From an optimization exercise on the open Yosys and OpenROAD flow, aimed at small area, a short achievable clock period and few clock cycles per item; shortcuts taken in it are not production practice. The RTL was checked by simulation tests, not by an equivalence proof against the original design. Power is estimated from default activity; no workload was simulated.

==> flow/design.v (excerpt) <==
module double_ended_indexed_array #(
  parameter int CAPACITY   = dea_pkg::DEA_CAPACITY,
  parameter int WORD_WIDTH = dea_pkg::DEA_WORD_WIDTH
) (
  input  logic                         clk,
  input  logic                         rst,
  input  logic                         in_valid,
  output logic                         in_stall,
  input  logic [dea_pkg::FUNC_W-1:0]   func,
  input  logic [dea_pkg::INDEX_W-1:0]  index,
  input  logic [dea_pkg::VALUE_W-1:0]  value,
  output logic                         out_valid,
  input  logic                         out_stall,
  output logic [dea_pkg::DATA_W-1:0]   data,
  output logic                         ok,
  output logic [dea_pkg::COUNT_W-1:0]  count,
  output logic                         empty_res
);
==> module dea_datapath, before the edit <==
module dea_datapath (
  input  logic          clk,
  input  logic          rst,
  input  logic          we,
  input  logic [6:0]    waddr,
  input  logic [31:0]   wdata,
  input  logic          res_v,
  input  logic [15:0]   rsel_lo,
  input  logic [7:0]    rsel_hi,
  input  logic          res_ok,
  input  logic [7:0]    res_count,
  input  logic          res_empty,
  output logic          out_valid,
  input  logic          out_stall,
  output logic [31:0]   data,
  output logic          ok,
  output logic [7:0]    count,
  output logic          empty_res
);
  localparam int QW = 42;
  localparam int QD = 3;
  logic [127:0][31:0] mem;
  logic [15:0] w_lo;      
  logic [7:0]  w_hi;      
  logic [31:0] w_data;
  always_ff @(posedge clk) begin
    for (int k = 0; k < 16; k++) w_lo[k] <= we && (waddr[3:0] == 4'(k));
    for (int k = 0; k < 8; k++)  w_hi[k] <= (waddr[6:4] == 3'(k));
    w_data <= wdata;
  end
  always_ff @(posedge clk) begin
    for (int k = 0; k < 128; k++) begin
      if (w_lo[k % 16] && w_hi[k / 16]) mem[k] <= w_data;
    end
  end
  logic         m_v;
  logic [15:0]  m_lo;
  logic [7:0]   m_hi;
  logic [7:0][31:0] m_grp;
  logic         m_ok;
  logic [7:0]   m_count;
  logic         m_empty;
  logic [31:0]  m_data;
  always_ff @(posedge clk) begin
    if (rst) m_v <= 1'b0;
    else     m_v <= res_v;
    m_lo    <= rsel_lo;
    m_hi    <= rsel_hi;
    m_ok    <= res_ok;
    m_count <= res_count;
    m_empty <= res_empty;
  end
  always_comb begin
    m_data = '0;
    for (int g = 0; g < 8; g++) begin
      m_grp[g] = '0;
      for (int j = 0; j < 16; j++) begin
        m_grp[g] = m_grp[g] | (mem[16*g+j] & {32{m_lo[j]}});
      end
      m_data = m_data | (m_grp[g] & {32{m_hi[g]}});
    end
  end
  logic [QD-1:0][QW-1:0] q;
  logic [QD-1:0]         qv;      
  logic [QW-1:0]         din;
  logic                  pop;
  assign din = {m_data, m_ok, m_count, m_empty};
  assign pop = qv[0] && !out_stall;
  always_ff @(posedge clk) begin
    if (rst) begin
      qv <= '0;
    end else begin
      for (int k = 0; k < QD; k++) begin
        if (pop) begin
          qv[k] <= (k < QD-1) ? (qv[k+1] | (m_v & qv[k])) : (m_v & qv[k]);
        end else begin
          qv[k] <= qv[k] | (m_v & ((k == 0) ? 1'b1 : qv[k-1]));
        end
      end
    end
  end
  always_ff @(posedge clk) begin
    for (int k = 0; k < QD; k++) begin
      if (rst && k == 0) begin
        q[k] <= '0;
      end else if (pop) begin
        if (m_v && qv[k] && !((k < QD-1) ? qv[k+1] : 1'b0)) q[k] <= din;
        else if (k < QD-1)                                 q[k] <= q[k+1];
      end else begin
        if (m_v && !qv[k] && ((k == 0) ? 1'b1 : qv[k-1]))  q[k] <= din;
      end
    end
  end
  assign out_valid = qv[0];
  assign {data, ok, count, empty_res} = q[0];
endmodule
export LEC_CHECK = 0
export CAP_MARGIN = 20
export CORE_MARGIN = 2
export CORE_UTILIZATION = 50
export CTS_CLUSTER_DIAMETER = 150
export CTS_CLUSTER_SIZE = 24
export PLACE_DENSITY = 0.6
export SETUP_SLACK_MARGIN = 3.8
export SLEW_MARGIN = 20
create_clock -name core_clock -period 7.0 [get_ports {clk}]
run.sh (not shown) runs the stock make flow with config.mk's settings and CLKGATE_MAP_FILE= SYNTH_SCRIPT=/design/flow/synth_recipe.tcl, a recipe that flattens the netlist after the stock synthesis.
Testbench counts at the start, summed over its fixed seeds: cycles 24,016, ops 24,000.
Change:
--- a/flow/design.v
+++ b/flow/design.v
@@ -118,21 +118,21 @@
   output logic          empty_res
 );
   localparam int QW = 42;
   localparam int QD = 3;
   logic [127:0][31:0] mem;
-  logic [15:0] w_lo;      
-  logic [7:0]  w_hi;      
+  logic        w_en;
+  logic [6:0]  w_addr;
   logic [31:0] w_data;
   always_ff @(posedge clk) begin
-    for (int k = 0; k < 16; k++) w_lo[k] <= we && (waddr[3:0] == 4'(k));
-    for (int k = 0; k < 8; k++)  w_hi[k] <= (waddr[6:4] == 3'(k));
+    w_en   <= we;
+    w_addr <= waddr;
     w_data <= wdata;
   end
   always_ff @(posedge clk) begin
     for (int k = 0; k < 128; k++) begin
-      if (w_lo[k % 16] && w_hi[k / 16]) mem[k] <= w_data;
+      if (w_en && w_addr == 7'(k)) mem[k] <= w_data;
     end
   end
   logic         m_v;
   logic [15:0]  m_lo;
   logic [7:0]   m_hi;
After rerunning:
- The changed run finished clean
- non-clock buffer count came out lower by 76
- die area barely changes
- count of clock-buffer cells in the layout came out higher by 39
- routed wire length came out lower by 4.7%
- sequential cell count came out lower by 8
- area after synthesis is about the same
- via count came out lower by 0.83%
- total power hardly moves
Testbench counts after the change, summed over its fixed seeds: cycles 24,016, ops 24,000.

port drivers added, routing unchanged:
The results above use ideal ports. As a check the final layouts listed here were re-extracted and re-timed, cells and wires unchanged.
Step 1 assumes that a clkbuf_16 drives the clock port and a buf_2 every other input.
Step 2, shift: input delay + t, output delay - t, t = (earliest + latest rising clock arrival at the registers) / 2. This alone moves slack from input paths to output paths.
Three values: no drivers, after step 1, after step 2; two values: the first two.
run	t (ns)	setup slack, ns	hold slack, ns	slew at the worst register clock pin (ns)	cell pins on the clock port's net
the first run	1.026	3.446 / 3.446 / 2.996	0.476 / 0.476 / 0.476	0.11 / 0.11	1
the second run	1.052	3.638 / 3.638 / 2.990	0.477 / 0.477 / 0.477	0.11 / 0.11	1
After both steps setup and hold are still met in every run listed. For the second run, which loses most, drivers alone change the setup slack by 0.000 ns; drivers and shift together by -0.648 ns.
